This design comes from an exercise in tuning for small area on the open sky130 flow, not from production work. Only simulation tests tie the RTL to the original design; equivalence was not proved. The flow treats the clock pin as an ideal source, which a real chip does not have. Power is estimated from default activity; no workload was simulated.

### design.v
package cius_pkg;
  localparam int unsigned HDR_LEN = 13;
  localparam int unsigned ADDR_W  = 3;
  localparam logic [39:0] MAGIC_VER = 40'h01_4F_34_54_52;
  localparam logic [1:0] PH_IDLE   = 2'd0;
  localparam logic [1:0] PH_HEADER = 2'd1;
  localparam logic [1:0] PH_FS     = 2'd2;
  localparam logic [1:0] PH_FW     = 2'd3;
  localparam logic [1:0] DEST_HEADER  = 2'd0;
  localparam logic [1:0] DEST_FS      = 2'd1;
  localparam logic [1:0] DEST_FW      = 2'd2;
  localparam logic [1:0] DEST_DISCARD = 2'd3;
  localparam logic [2:0] EV_NONE      = 3'd0;
  localparam logic [2:0] EV_HEADER_OK = 3'd1;
  localparam logic [2:0] EV_FS_DONE   = 3'd2;
  localparam logic [2:0] EV_DONE      = 3'd3;
  localparam logic [2:0] EV_BAD_MAGIC = 3'd4;
  localparam logic [2:0] EV_MISMATCH  = 3'd5;
  localparam logic [2:0] EV_TOO_SMALL = 3'd6;
endpackage
module cius_cfg (
  input  logic        clk,
  input  logic        rst,
  input  logic        psel,
  input  logic        penable,
  input  logic        pwrite,
  input  logic [2:0]  paddr,
  input  logic [31:0] pwdata,
  output logic [31:0] prdata,
  output logic        pready,
  output logic [31:0] expected_total
);
  assign pready = 1'b1;
  assign prdata = paddr[2] ? 32'd0 : expected_total;
  logic wr_total;
  logic keep_total;
  assign wr_total   = !rst && psel && penable && pwrite && !paddr[2];
  assign keep_total = !rst && !(psel && penable && pwrite && !paddr[2]);
  always_ff @(posedge clk) begin
    expected_total <= (expected_total & {32{keep_total}}) | (pwdata & {32{wr_total}});
  end
endmodule
import cius_pkg::*;
module cius_step (
  input  logic [1:0]  phase,
  input  logic [31:0] off,
  input  logic [31:0] lo,
  input  logic [31:0] hi,
  input  logic        mg,
  input  logic [2:0]  ev,
  input  logic [31:0] expected_total,
  input  logic [7:0]  data_byte,
  input  logic        first_byte,
  output logic [1:0]  phase_nxt,
  output logic [31:0] off_inc,
  output logic        off_zero,
  output logic [31:0] lo_nxt,
  output logic [31:0] hi_nxt,
  output logic        mg_nxt,
  output logic [2:0]  ev_nxt
);
  logic        too_small;
  logic [1:0]  ph;
  logic        seg_start;
  logic        zero_off;
  logic [31:0] inc;
  logic        pos4;
  logic        pos12;
  logic [31:0] fs_len;
  logic [31:0] fw_len;
  logic        fs_last;
  logic        fw_done;
  assign too_small = (expected_total <= 32'(HDR_LEN));
  assign ph        = first_byte ? (too_small ? PH_IDLE : PH_HEADER) : phase;
  assign seg_start = (ev == EV_HEADER_OK) || (ev == EV_FS_DONE);
  assign zero_off  = first_byte || (ph == PH_IDLE) || seg_start;
  logic [1:0] off_bp;
  always_comb begin
    logic c;
    for (int b = 0; b < 2; b++) off_bp[b] = &off[16*b +: 16];
    for (int b = 0; b < 2; b++) begin
      c = 1'b1;
      for (int j = 0; j < b; j++) c = c & off_bp[j];
      for (int i = 16*b; i < 16*b + 16; i++) begin
        inc[i] = off[i] ^ c;
        c      = c & off[i];
      end
    end
  end
  assign off_inc  = inc;
  assign off_zero = zero_off;
  assign pos4  = !first_byte && (off[3:0] == 4'd3);
  assign pos12 = !first_byte && (off[3:0] == 4'd11);
  assign fs_len = {hi[7:0], lo[31:8]};
  assign fw_len = {data_byte, hi[31:8]};
  localparam logic [33:0] SUM_K = 34'h3_FFFF_FFF2;
  logic [33:0] sx, sy, sz, su, sv;
  logic        sum_ok;
  assign sx = {2'b00, fs_len};
  assign sy = {2'b00, fw_len};
  assign sz = ~{2'b00, expected_total};
  assign su = sx ^ sy ^ sz;
  assign sv = {(sx[32:0] & sy[32:0]) | (sx[32:0] & sz[32:0]) | (sy[32:0] & sz[32:0]), 1'b0};
  always_comb begin
    sum_ok = !(su[0] ^ sv[0] ^ SUM_K[0]);
    for (int i = 1; i < 34; i++)
      sum_ok = sum_ok && ((su[i] ^ sv[i] ^ SUM_K[i])
                          == (SUM_K[i-1] ? (su[i-1] & sv[i-1]) : (su[i-1] | sv[i-1])));
  end
  logic [31:0] dl;
  logic        add2_eq;
  assign dl = off ^ lo;
  always_comb begin
    add2_eq = !dl[0] && dl[1];
    for (int i = 2; i < 32; i++)
      add2_eq = add2_eq && (dl[i] == (dl[i-1] && off[i-1]));
  end
  assign fs_last = seg_start ? (lo == 32'd1) : add2_eq;
  always_comb begin
    logic ge;
    ge = 1'b1;
    for (int i = 0; i < 32; i++)
      ge = (lo[i] & ~expected_total[i]) | ((lo[i] | ~expected_total[i]) & ge);
    fw_done = ge;
  end
  logic [3:0]  k;
  logic [4:0]  lo_lsb;
  logic [31:0] lo_add;
  assign k      = (phase == PH_FS) ? 4'd14 : 4'd1;
  assign lo_lsb = {1'b0, lo[3:0]} + {1'b0, k};
  logic [1:0] lo_bp;
  always_comb begin
    logic c;
    for (int b = 0; b < 2; b++) lo_bp[b] = &lo[4 + 14*b +: 14];
    lo_add[3:0] = lo_lsb[3:0];
    for (int b = 0; b < 2; b++) begin
      c = lo_lsb[4];
      for (int j = 0; j < b; j++) c = c & lo_bp[j];
      for (int i = 4 + 14*b; i < 18 + 14*b; i++) begin
        lo_add[i] = lo[i] ^ c;
        c         = c & lo[i];
      end
    end
  end
  always_comb begin
    phase_nxt = ph;
    lo_nxt    = lo;
    hi_nxt    = hi;
    mg_nxt    = mg;
    ev_nxt    = (first_byte && too_small) ? EV_TOO_SMALL : EV_NONE;
    case (ph)
      PH_HEADER: begin
        lo_nxt   = {hi[7:0], lo[31:8]};
        hi_nxt   = {data_byte, hi[31:8]};
        if (pos4) mg_nxt = ({data_byte, hi} == MAGIC_VER);
        if (pos12) begin
          if (!mg) begin
            ev_nxt    = EV_BAD_MAGIC;
            phase_nxt = PH_IDLE;
          end else if (fs_len == 32'd0 || fw_len == 32'd0
                       || !sum_ok) begin
            ev_nxt    = EV_MISMATCH;
            phase_nxt = PH_IDLE;
          end else begin
            ev_nxt    = EV_HEADER_OK;
            phase_nxt = PH_FS;
          end
        end
      end
      PH_FS: begin
        if (fs_last) begin
          ev_nxt    = EV_FS_DONE;
          phase_nxt = PH_FW;
          lo_nxt    = lo_add;
        end
      end
      PH_FW: begin
        lo_nxt   = lo_add;
        if (fw_done) begin
          ev_nxt    = EV_DONE;
          phase_nxt = PH_IDLE;
        end
      end
      default: begin
      end
    endcase
  end
endmodule
import cius_pkg::*;
module combined_image_upload_splitter_core (
  input  logic              clk,
  input  logic              rst,
  input  logic              psel,
  input  logic              penable,
  input  logic              pwrite,
  input  logic [2:0]        paddr,
  input  logic [31:0]       pwdata,
  output logic [31:0]       prdata,
  output logic              pready,
  input  logic              byte_valid,
  output logic              byte_ready,
  input  logic [7:0]        data_byte,
  input  logic              first_byte,
  output logic              result_valid,
  input  logic              result_ready,
  output logic [7:0]        data_out,
  output logic [1:0]        destination,
  output logic [31:0]       segment_offset,
  output logic [2:0]        event_res,
  output logic [31:0]       announced_length
);
  logic [31:0] expected_total;
  logic [1:0]  phase, phase_nxt;
  logic [31:0] off, off_inc;
  logic        off_zero;
  logic [31:0] lo, lo_nxt;
  logic [31:0] hi, hi_nxt;
  logic        mg, mg_nxt;
  logic [2:0]  ev, ev_nxt;
  logic [7:0]  dout;
  logic        accept;
  cius_cfg u_cfg (
    .clk            (clk),
    .rst            (rst),
    .psel           (psel),
    .penable        (penable),
    .pwrite         (pwrite),
    .paddr          (paddr),
    .pwdata         (pwdata),
    .prdata         (prdata),
    .pready         (pready),
    .expected_total (expected_total)
  );
  cius_step u_step (
    .phase          (phase),
    .off            (off),
    .lo             (lo),
    .hi             (hi),
    .mg             (mg),
    .ev             (ev),
    .expected_total (expected_total),
    .data_byte      (data_byte),
    .first_byte     (first_byte),
    .phase_nxt      (phase_nxt),
    .off_inc        (off_inc),
    .off_zero       (off_zero),
    .lo_nxt         (lo_nxt),
    .hi_nxt         (hi_nxt),
    .mg_nxt         (mg_nxt),
    .ev_nxt         (ev_nxt)
  );
  assign byte_ready = !result_valid || result_ready;
  assign accept     = byte_valid && byte_ready;
  always_ff @(posedge clk) begin
    if (rst) begin
      phase        <= PH_IDLE;
      result_valid <= 1'b0;
    end else if (accept) begin
      phase        <= phase_nxt;
      result_valid <= 1'b1;
    end else if (result_ready) begin
      result_valid <= 1'b0;
    end
  end
  always_ff @(posedge clk) begin
    off <= (off & {32{!accept}}) | (off_inc & {32{accept && !off_zero}});
  end
  always_ff @(posedge clk) begin
    if (accept) begin
      lo   <= lo_nxt;
      hi   <= hi_nxt;
      mg   <= mg_nxt;
      ev   <= ev_nxt;
      dout <= data_byte;
    end
  end
  assign data_out         = dout;
  always_comb begin
    case (ev)
      EV_HEADER_OK, EV_BAD_MAGIC, EV_MISMATCH: destination = DEST_HEADER;
      EV_FS_DONE:                              destination = DEST_FS;
      EV_DONE:                                 destination = DEST_FW;
      EV_TOO_SMALL:                            destination = DEST_DISCARD;
      default:                                 destination = phase - 2'd1;
    endcase
  end
  assign segment_offset   = off;
  assign event_res        = ev;
  assign announced_length = (ev == EV_HEADER_OK) ? lo :
                            (ev == EV_FS_DONE)   ? hi : 32'd0;
endmodule
### standard.sh
#!/bin/bash
# synth_recipe.tcl (not shown) runs the flow's synth.tcl, then flattens the netlist and writes it again
# the make line also repeats each setting of config.mk as NAME=value (left out here)
make -C /OpenROAD-flow-scripts/flow DESIGN_CONFIG=/design/flow/config.mk WORK_HOME=/design/flow/orfs CLKGATE_MAP_FILE= SYNTH_SCRIPT=/design/flow/synth_recipe.tcl "${@:-finish}"
### constraint.sdc
create_clock -name core_clock -period 6.0 [get_ports {clk}]
set_input_delay 1.2000 -clock core_clock [delete_from_list [all_inputs] [get_ports {clk}]]
set_output_delay 1.2000 -clock core_clock [all_outputs]
set_load 0.01 [all_outputs]
### flow/run.sh
#!/bin/bash
# The standard layout, with the smallest buffer as each port's buffer and no dummy clock loads.
set -euo pipefail
export BUFFER_PORTS_ARGS="-buffer_cell sky130_fd_sc_hd__buf_1"
export CTS_ARGS="-sink_clustering_enable -repair_clock_nets -buf_list sky130_fd_sc_hd__clkbuf_8 -dont_use_dummy_load"
bash standard.sh > flow.log 2>&1
### config.mk
export PLATFORM = sky130hd
export DESIGN_NAME = combined_image_upload_splitter_core
export DESIGN_NICKNAME = combined_image_upload_splitter_core
export VERILOG_FILES = /design/flow/design.v
export SDC_FILE = /design/flow/constraint.sdc
export NUM_CORES = 4
export LEC_CHECK = 0
export CAP_MARGIN = 20
export CORE_MARGIN = 2
export CORE_UTILIZATION = 60
export CTS_BUF_LIST = sky130_fd_sc_hd__clkbuf_8
export SLEW_MARGIN = 20
==> results of run 1 <==
layer usage:
metal  up-vias  wire length, um
li1       3679                -
met1      3754            11700
met2       466            12600
met3        74             3050
met4         0              808
met5         -                0
power by group through the flow:
stage | Clock [mW] | Combinational, mW | Sequential [mW]
floorplan | 0 | 0.291 | 1.15
finish | 0.576 | 0.424 | 1.17
CTS | 0.577 | 0.420 | 1.16
detailed placement | 0 | 0.416 | 1.18
global route | 0.615 | 0.469 | 1.17
global placement | 0 | 0.408 | 1.18
state kept, by name, summed over array words and instances, names as in the netlist:
signal / count
mg: 1
phase: 2
result_valid: 1
hi: 32
lo: 32
dout: 8
off: 32
ev: 3
u_cfg.expected_total: 32
cells in the mapped netlist, types with 2 or more instances:
master	instances	area, um2
nand2_1	121	454
nor2b_1	14	87.6
buf_1	2	7.51
xnor2_1	40	350
o31ai_1	3	22.5
nand4_1	21	131
nor2_1	54	203
clkbuf_1	34	128
nand3_1	8	40.0
or3_1	4	25.0
nor4b_1	3	26.3
nand2b_1	8	50.1
o211ai_1	2	15.0
and4b_1	2	20.0
a21o_1	2	15.0
a22o_1	61	534
nor3_1	5	25.0
a22oi_1	3	22.5
mux2i_1	2	20.0
fa_1	33	661
o22ai_1	10	62.6
nor4_1	32	200
edfxtp_1	76	2280
xor2_1	24	210
inv_1	79	297
a21oi_1	48	240
ha_1	121	1510
a211oi_1	2	15.0
dfxtp_1	67	1340
maj3_1	6	60.1
o21ai_0	27	135
nor3b_1	3	22.5
a222oi_1	2	20.0
a2111o_1	2	22.5
a31oi_1	3	18.8
cell type report:
| type | instances | area [um2] |
|---|---|---|
| Multi-Input combinational cell | 686 | 5430 |
| Inverter | 80 | 300 |
| Clock buffer | 17 | 234 |
| Sequential cell | 143 | 3620 |
| Fill cell | 1311 | 4780 |
| Timing Repair Buffer | 170 | 679 |
| Tap cell | 211 | 264 |
how the worst max path moves through the flow:
stage,from,endpoint,slack (ns),cells past startpoint
6_report,phase[0],lo[31],1.09,26
5_1_grt,phase[0],lo[31],0.66,26
4_1_cts,phase[0],lo[31],1.11,26
3_5_place_dp,phase[0],lo[31],1.19,26
3_3_place_gp,phase[0],lo[31],1.31,26
2_1_floorplan,first_byte,mg,1.15,7
worst max-delay path, cell delays in order (launching register included):
cell	delay (ns)
dfxtp_1	0.43
inv_1	0.07
ha_1	0.28
inv_1	0.13
ha_1	0.18
inv_1	0.05
fa_1	0.38
nor2b_1	0.15
o21ai_0	0.10
nand2b_1	0.12
nor4b_1	0.48
ha_1	0.25
ha_1	0.15
ha_1	0.15
ha_1	0.15
ha_1	0.14
ha_1	0.14
ha_1	0.15
ha_1	0.16
ha_1	0.15
ha_1	0.15
ha_1	0.15
ha_1	0.14
ha_1	0.15
xor2_1	0.14
nor2_1	0.05
a21oi_1	0.15
through the flow:
stage,hold slack [ns],setup WS (ns),instance area [um2],util (%)
final,0.502,1.09,10500,68.8
after global routing,0.525,0.661,10500,68.8
after CTS,0.501,1.11,10500,68.8
after detailed placement,0.485,1.19,10300,67.2
after global placement,0.478,1.31,10300,67.2
after floorplan,0.449,1.15,9480,-
kinds of logic after synthesis:
group,synth area share [%]
adder cells (fa/ha/maj),23.6
AND/OR/NAND/NOR,14.2
buffers and inverters,4.73
multiplexers,0.330
AO/OA/AOI/OAI,13.0
flip-flops,38.2
XOR/XNOR,5.91
other,0.0396
==> reports/qor.yml, run 1 <==
holdBufCountCts: 0
syn_avg_cell_area_um2: 10.0
min_from: "u_cfg.expected_total[27]"
rr_endpoint: "lo[31]"
grt_overflow: 0
rsz0062_at_grt: "false"
ant_nets: 0
finalMaxSlewViolations: 0
max-slew-margin-rel_pct: 36.8
clockBufferDepth: 2
insertion_delay_ns: 0.45
drt_iter0_markers: 897
fin_setup_tns_ns: 0
finalPower_mw: 2.17
cp_max_fo: 6
grt_start_max_net_pins: 51
power_frac_seq_pct: 53.8
worst-r2r-cell-count: 26
tightest_slew_ns: 0.948
wl_per_cell_um: 21.5
setup_viol: 0
synth_cells: 947
skew_ns: 0.0289
die_x_um: 130
max_freq_mhz: 204
fin_crit_sh_pct: 81.9
ir_drop_mv: 0.181
cp-end-kind: "flip-flop"
cts_buffers: 17
grt_pass1_vias: 7494
ctsResizeCount: 0
clkSlewWorstSetupHoldPaths_ns: 0.08
grt_pass1_wl_um: 42900
rrSetupSlack_ns: 1.09
coreArea_um2: 15300
fin_cells: 1307
cp.required_ns: 6.28
num_vias: 7973
timing.rr.start: "phase[0]"
hp-class: "flip-flop to flip-flop"
nNetsFinal: 1303
cts_tree: "yes"
worst_ep_arrival_time_ns: 5.20
internal_power_mw: 1.51
diodes: 0
synth.ff_latch_count: 143
dp_hpwl_um: 21600
combPwrFrac_pct: 19.6
grt.busiest_layer: "met2"
layout_common_cells: "159 x buf_1, 121 x nand2_1, 121 x ha_1, 79 x inv_1, 76 x edfxtp_1"
hold_path_end: "u_cfg.expected_total[27]"
final_layout_size_suffix_gt1_share_pct: 3.74
grtUsageMet1_pct: 48.3
swShare_pct: 30.4
cap_violations: 0
critPathKind: "flip-flop to flip-flop"
cp-start-kind: "flip-flop"
clockRootBuffer: "clkbuf_8"
syn_to_final_growth_pct: 11.1
die_area_um2: 16800
track_usage_pct: 34.4
async_flop_share_pct: 0
avgViaCountPerCell: 6.10
power.density_nw_per_um2: 206
grt.met2_usage_pct: 53.2
power_frac_clock_pct: 26.6
p_sw_mw: 0.658
io_buffer_count: 159
first_pass_iters: 7
post_cts_buffers: 0
cts_num_sinks: 143
synth-edff-count: 76
place_congestion: 0.998
yosysWarnings: 3
dpl.cell_count: 1290
syn_nets: 1152
ys_seq_area_share_pct: 38.2
num_io_pins: 163
start_util_pct: 61.9
num_rows: 45
p_leak_nw: 4.17
ys.flop_type: "edfxtp_1"
layout_min_cycle_time_ns: 4.91
synth_cell_types: 58
drt_wl_total_um: 28200
htreeDepth: 4
finalHoldViolations: 0
drc: 0
gr-usage-met3_pct: 7.64
die_y_um: 130
final_common_cell: "buf_1"
status: "complete, no violations"
syn_area_um2: 9480
antenna_found_initial: 1
min_path_cells: 2
==> run 2, diff against run 1 <==
==> flow/run.sh (replaced) <==
#!/bin/bash
# The standard layout, with the smallest buffer as each port's buffer and no dummy clock loads.
set -euo pipefail
export BUFFER_PORTS_ARGS="-buffer_cell sky130_fd_sc_hd__buf_1"
export CTS_ARGS='-sink_clustering_enable -repair_clock_nets -root_buf sky130_fd_sc_hd__clkbuf_8 -buf_list {sky130_fd_sc_hd__clkbuf_4 sky130_fd_sc_hd__clkbuf_8} -dont_use_dummy_load'
bash standard.sh > flow.log 2>&1
==> reports/qor.yml, run 2 <==
final_area_um2: 10500
syn_to_final_growth_pct: 11.1
syn_area_um2: 9480
post_cts_buffers: 0
cp-end-kind: "flip-flop"
hp-class: "flip-flop to flip-flop"
setup_slack_ns: 1.09
synth.ff_latch_count: 143
ant_nets: 0
diodes: 0
syn_nets: 1152
holdWs_ns: 0.502
swShare_pct: 30.4
ctsResizeCount: 0
first_pass_iters: 7
insertion_delay_ns: 0.45
die_area_um2: 16800
power.density_nw_per_um2: 206
synth.largest_area_cell: "edfxtp_1"
coreArea_um2: 15300
netlist_top_cells_count: "121 x ha_1, 121 x nand2_1, 79 x inv_1"
ys_top_cells_by_area: "edfxtp_1 24%, ha_1 16%, dfxtp_1 14%, fa_1 7.0%, a22o_1 5.6%"
skew_ns: 0.0289
dp_hpwl_um: 21600
regArea_um2: 3620
finalMaxSlewViolations: 0
layout_common_cells: "159 x buf_1, 121 x nand2_1, 121 x ha_1, 79 x inv_1, 76 x edfxtp_1"
cts_num_sinks: 143
synth_cell_types: 58
num_vias: 7973
cp-start-kind: "flip-flop"
num_io_pins: 163
antenna_found_initial: 1
synth_top_area_share_pct: 24.1
grt_pass1_wl_um: 42900
dpl_worst_slack_ns: 1.19
dpl.cell_count: 1290
start_util_pct: 61.9
wl_per_cell_um: 21.5
final_layout_size_suffix_gt1_share_pct: 3.74
synth_cells: 947
die_y_um: 130
place_congestion: 0.998
rsz0062_at_grt: "false"
worst_ep_arrival_time_ns: 5.20
io_buffer_count: 159
grt_pass1_vias: 7494
power_frac_seq_pct: 53.8
grt_start_max_net_pins: 51
syn_avg_cell_area_um2: 10.0
ys_seq_area_share_pct: 38.2
async_flop_share_pct: 0
ir_drop_mv: 0.181
holdBufCountCts: 0
clockRootBuffer: "clkbuf_8"
fin_cells: 1307
track_usage_pct: 34.4
power_frac_clock_pct: 26.6
nNetsFinal: 1303
layout_min_cycle_time_ns: 4.91
cts_buffers: 17
avgViaCountPerCell: 6.10
place_area_um2: 10300
num_rows: 45
critPathKind: "flip-flop to flip-flop"
cp_max_fo: 6
die_x_um: 130
yosysWarnings: 3
max_freq_mhz: 204
p_sw_mw: 0.658
num-fill-cells: 1311
cts_tree: "yes"
grt_overflow: 0
p_leak_nw: 4.17
htreeDepth: 4
fin_crit_sh_pct: 81.9
synth-edff-count: 76
internal_power_mw: 1.51
cap_violations: 0
cp.required_ns: 6.28
tightest_slew_ns: 0.948
combPwrFrac_pct: 19.6
clockBufferDepth: 2
drc: 0
final_common_cell: "buf_1"
drt_wl_total_um: 28200
clkSlewWorstSetupHoldPaths_ns: 0.08
finalHoldViolations: 0
finalPower_mw: 2.17
ys.flop_type: "edfxtp_1"
fin_setup_tns_ns: 0
setup_viol: 0
drt_iter0_markers: 897
status: "complete, no violations"
finish.utilization_pct: 68.8
max-slew-margin-rel_pct: 36.8
multi_input_area_um2: 5430
run 2: cell counts after synthesis:
No cell type changed its count.
run 2: worst paths after layout:
kind	start	to	slack (ns)	depth (start not counted)
hold reg to reg	u_cfg.expected_total[27]	u_cfg.expected_total[27]	0.50	2
setup reg to reg	phase[0]	lo[31]	1.09	26
hold / removal	u_cfg.expected_total[27]	u_cfg.expected_total[27]	0.50	2
setup / recovery	phase[0]	lo[31]	1.09	26
run 2: cell families after synthesis:
family | share of synthesized area (%)
AOI/OAI and AO/OA | 13.0
xor gates and xnor gates | 5.91
adders and majority gates | 23.6
buffers and inverters | 4.73
DFF | 38.2
muxes | 0.330
other | 0.0396
and+or+nand+nor | 14.2
run 2: area by class of cell:
| cell class | instances | share of cell area [%] |
|---|---|---|
| tap | 211 | 2.51 |
| sequential | 143 | 34.4 |
| clock buffer | 17 | 2.22 |
| multi-input combinational | 686 | 51.6 |
| inverter | 80 | 2.85 |
| timing repair buffer | 170 | 6.45 |
run 2: layer usage:
metal  up-vias  GRT usage, %  share of wire (%)
met5         -             0                  0
met4         0          11.1                2.9
met3        74          7.64                 11
met2       466          53.2                 45
met1      3754          48.3                 42
li1       3679             -                  -
run 2: power groups by stage:
stage	Combinational [mW]	Sequential, mW	Clock (mW)
after global routing	0.469	1.17	0.615
after detailed placement	0.416	1.18	0
final	0.424	1.17	0.576
after global placement	0.408	1.18	0
after floorplan	0.291	1.15	0
after CTS	0.420	1.16	0.577
run 2: worst max-delay path, stage by stage (launching register included):
cell and delay, ns:
dfxtp_1 0.43, inv_1 0.07, ha_1 0.28, inv_1 0.13, ha_1 0.18, inv_1 0.05
fa_1 0.38, nor2b_1 0.15, o21ai_0 0.10, nand2b_1 0.12, nor4b_1 0.48, ha_1 0.25
ha_1 0.15, ha_1 0.15, ha_1 0.15, ha_1 0.14, ha_1 0.14, ha_1 0.15
ha_1 0.16, ha_1 0.15, ha_1 0.15, ha_1 0.15, ha_1 0.14, ha_1 0.15
xor2_1 0.14, nor2_1 0.05, a21oi_1 0.15
==> run 3, diff against run 2 <==
==> flow/run.sh (replaced) <==
#!/bin/bash
# The standard layout, with the smallest buffer as each port's buffer, no dummy
# clock loads, and after CTS the smallest leaf clock buffers that keep the slew low.
set -euo pipefail
export BUFFER_PORTS_ARGS="-buffer_cell sky130_fd_sc_hd__buf_1"
export CTS_ARGS="-sink_clustering_enable -repair_clock_nets -buf_list sky130_fd_sc_hd__clkbuf_8 -dont_use_dummy_load"
export POST_CTS_TCL="$(pwd)/flow/post_cts.tcl"
bash standard.sh > flow.log 2>&1
==> flow/post_cts.tcl (new file) <==
set small_bufs {sky130_fd_sc_hd__clkbuf_2 sky130_fd_sc_hd__clkbuf_4}
set max_sink_slew 0.100

proc leaf_sinks { inst } {
  set opin [get_pins -of_objects $inst -filter "direction==output"]
  set net [get_nets -of_objects $opin]
  return [get_pins -of_objects $net -filter "direction==input"]
}

proc max_slew { pins } {
  set mx 0
  foreach p $pins {
    set sl [get_property $p slew_max]
    if { $sl > $mx } { set mx $sl }
  }
  return $mx
}

estimate_parasitics -placement
foreach inst [get_cells *] {
  set master [get_property $inst ref_name]
  if { $master != "sky130_fd_sc_hd__clkbuf_8" } { continue }
  set sinks [leaf_sinks $inst]
  set leaf 1
  foreach s $sinks {
    set sink_master [get_property [get_cells -of_objects $s] ref_name]
    if { ![string match "*__*df*" $sink_master] } { set leaf 0 }
  }
  if { !$leaf } { continue }
  set name [get_full_name $inst]
  set chosen $master
  foreach buf $small_bufs {
    replace_cell $inst $buf
    estimate_parasitics -placement
    set sl [max_slew $sinks]
    if { $sl < $max_sink_slew } {
      set chosen $buf
      break
    }
  }
  if { $chosen == $master } {
    replace_cell $inst $master
    estimate_parasitics -placement
  }
  puts "post_cts: $name [llength $sinks] sinks -> $chosen"
}
==> reports/qor.yml, run 3 <==
p_leak_nw: 4.15
max-slew-margin-rel_pct: 36.6
netlist_top_cells_count: "121 x ha_1, 121 x nand2_1, 79 x inv_1"
cts_num_sinks: 143
synth_cell_types: 58
status: "complete, no violations"
ant_nets: 0
min_from: "u_cfg.expected_total[27]"
critPathLaunch: "phase[0]"
finish.utilization_pct: 68.5
skew_ns: 0.0346
drc: 0
async_flop_share_pct: 0
tightest_slew_ns: 0.951
ys_seq_area_share_pct: 38.2
cts_tree: "yes"
layout_common_cells: "159 x buf_1, 121 x nand2_1, 121 x ha_1, 79 x inv_1, 76 x edfxtp_1"
die_area_um2: 16800
grt_start_max_net_pins: 51
cp-start-kind: "flip-flop"
avgViaCountPerCell: 6.11
final_layout_size_suffix_gt1_share_pct: 3.74
syn_avg_cell_area_um2: 10.0
io_buffer_count: 159
syn_area_um2: 9480
die_y_um: 130
grt_pass1_wl_um: 42900
rsz0062_at_grt: "false"
synth_cells: 947
worst_ep_arrival_time_ns: 5.07
grt_overflow: 0
coreArea_um2: 15300
num_io_pins: 163
setup_viol: 0
yosysWarnings: 3
diodes: 0
syn_to_final_growth_pct: 10.7
clkSlewWorstSetupHoldPaths_ns: 0.08
critPathKind: "flip-flop to flip-flop"
final_common_cell: "buf_1"
finalHoldViolations: 0
max_freq_mhz: 203
fin_crit_sh_pct: 82.1
drt_wl_total_um: 28200
power.density_nw_per_um2: 201
ys_top_cells_by_area: "edfxtp_1 24%, ha_1 16%, dfxtp_1 14%, fa_1 7.0%, a22o_1 5.6%"
finalMaxSlewViolations: 0
synth-edff-count: 76
antenna_found_initial: 1
cp_max_fo: 6
track_usage_pct: 34.4
synth.largest_area_cell: "edfxtp_1"
hp-class: "flip-flop to flip-flop"
fin_setup_tns_ns: 0
timing.rr.start: "phase[0]"
synth_top_area_share_pct: 24.1
layout_min_cycle_time_ns: 4.93
cp-end-kind: "flip-flop"
cap_violations: 0
insertion_delay_ns: 0.45
drt_iter0_markers: 948
num_rows: 45
start_util_pct: 61.9
grt_pass1_vias: 7482
ys.flop_type: "edfxtp_1"
cp.required_ns: 6.14
synth.ff_latch_count: 143
dp_hpwl_um: 21600
ir_drop_mv: 0.182
nNetsFinal: 1303
first_pass_iters: 5
place_congestion: 0.998
syn_nets: 1152
wl_per_cell_um: 21.6
die_x_um: 130
num_vias: 7992
[run 3: cell counts after synthesis]
Identical to the previous run, type by type.
[run 3: worst max-delay path, cell delays in order (launching register included)]
cell and delay [ns]:
dfxtp_1 0.43, inv_1 0.07, ha_1 0.27, inv_1 0.13, ha_1 0.18, inv_1 0.05, fa_1 0.38, nor2b_1 0.15
o21ai_0 0.10, nand2b_1 0.13, nor4b_1 0.51, ha_1 0.26, ha_1 0.15, ha_1 0.15, ha_1 0.15, ha_1 0.14
ha_1 0.14, ha_1 0.15, ha_1 0.16, ha_1 0.15, ha_1 0.15, ha_1 0.15, ha_1 0.14, ha_1 0.15
xor2_1 0.06, nor2_1 0.10, a21oi_1 0.05
[run 3: final cells by class]
class,instances,area (um2)
well taps,211,264
clock buffers,17,190
fillers,1323,4830
multi-input cells,686,5430
repair buffers,170,679
inverters,80,300
flip-flops and latches,143,3620
[run 3: metal layers]
metal	vias up	share of wire (%)	track usage, %
met5	-	0	0
met4	0	2.6	10.9
met3	66	11	7.60
met2	483	45	53.2
met1	3764	42	48.3
li1	3679	-	-
[run 3: through the flow]
step	cells	hold slack (ns)	cell area, um2	setup WS, ns	total power [mW]
after floorplan	947	0.449	9480	1.15	1.44
after global placement	1290	0.478	10300	1.31	1.59
after detailed placement	1290	0.485	10300	1.19	1.60
after global routing	1307	0.529	10500	0.663	2.19
final	1307	0.503	10500	1.07	2.11
[run 3: cells by family after synthesis]
group / after synthesis / synth area share, %
and+or+nand+nor: 282 / 14.2
AOI/OAI and AO/OA: 176 / 13.0
adders and majority gates: 160 / 23.6
DFF: 143 / 38.2
buffers and inverters: 118 / 4.73
xor gates and xnor gates: 64 / 5.91
muxes: 3 / 0.330
other: 1 / 0.0396
[run 3: where the power goes]
part	internal (mW)	switching (mW)	leakage, nW
Clock	0.202	0.318	0.104
Sequential	1.08	0.0816	1.25
Combinational	0.175	0.249	2.79
[run 3: path summary, 6_finish.rpt]
| path | to | cells past startpoint | slack, ns |
|---|---|---|---|
| hold reg to reg | u_cfg.expected_total[27] | 2 | 0.50 |
| setup / recovery | lo[31] | 26 | 1.07 |
| hold / removal | u_cfg.expected_total[27] | 2 | 0.50 |
| setup reg to reg | lo[31] | 26 | 1.07 |

-- afterwards: timing with drivers on the ports --
The flow's constraints put no driver on any port. The routed layouts listed below were extracted and timed again, unchanged, in two steps.
Step 1 (the two cells are an assumption about what drives the block):
set clk [get_ports {clk}]
set_driving_cell -lib_cell sky130_fd_sc_hd__clkbuf_16 $clk
set_driving_cell -lib_cell sky130_fd_sc_hd__buf_2 [delete_from_list [all_inputs] $clk]
Step 2, shift: input delay + t, output delay - t, t = (earliest + latest rising clock arrival at the registers) / 2. This alone moves slack from input paths to output paths.
a / b / c = ideal / step 1 / step 2; a / b = the first two.
| run | t (ns) | setup WS [ns] | worst register clock-pin slew, ns |
|---|---|---|---|
| run 1 | 0.479 | 1.087 / 1.087 / 1.087 | 0.08 / 0.08 |
| run 2 | 0.479 | 1.087 / 1.087 / 1.087 | 0.08 / 0.08 |
| run 3 | 0.473 | 1.073 / 1.073 / 1.073 | 0.10 / 0.10 |
After both steps every run listed still meets setup and hold.
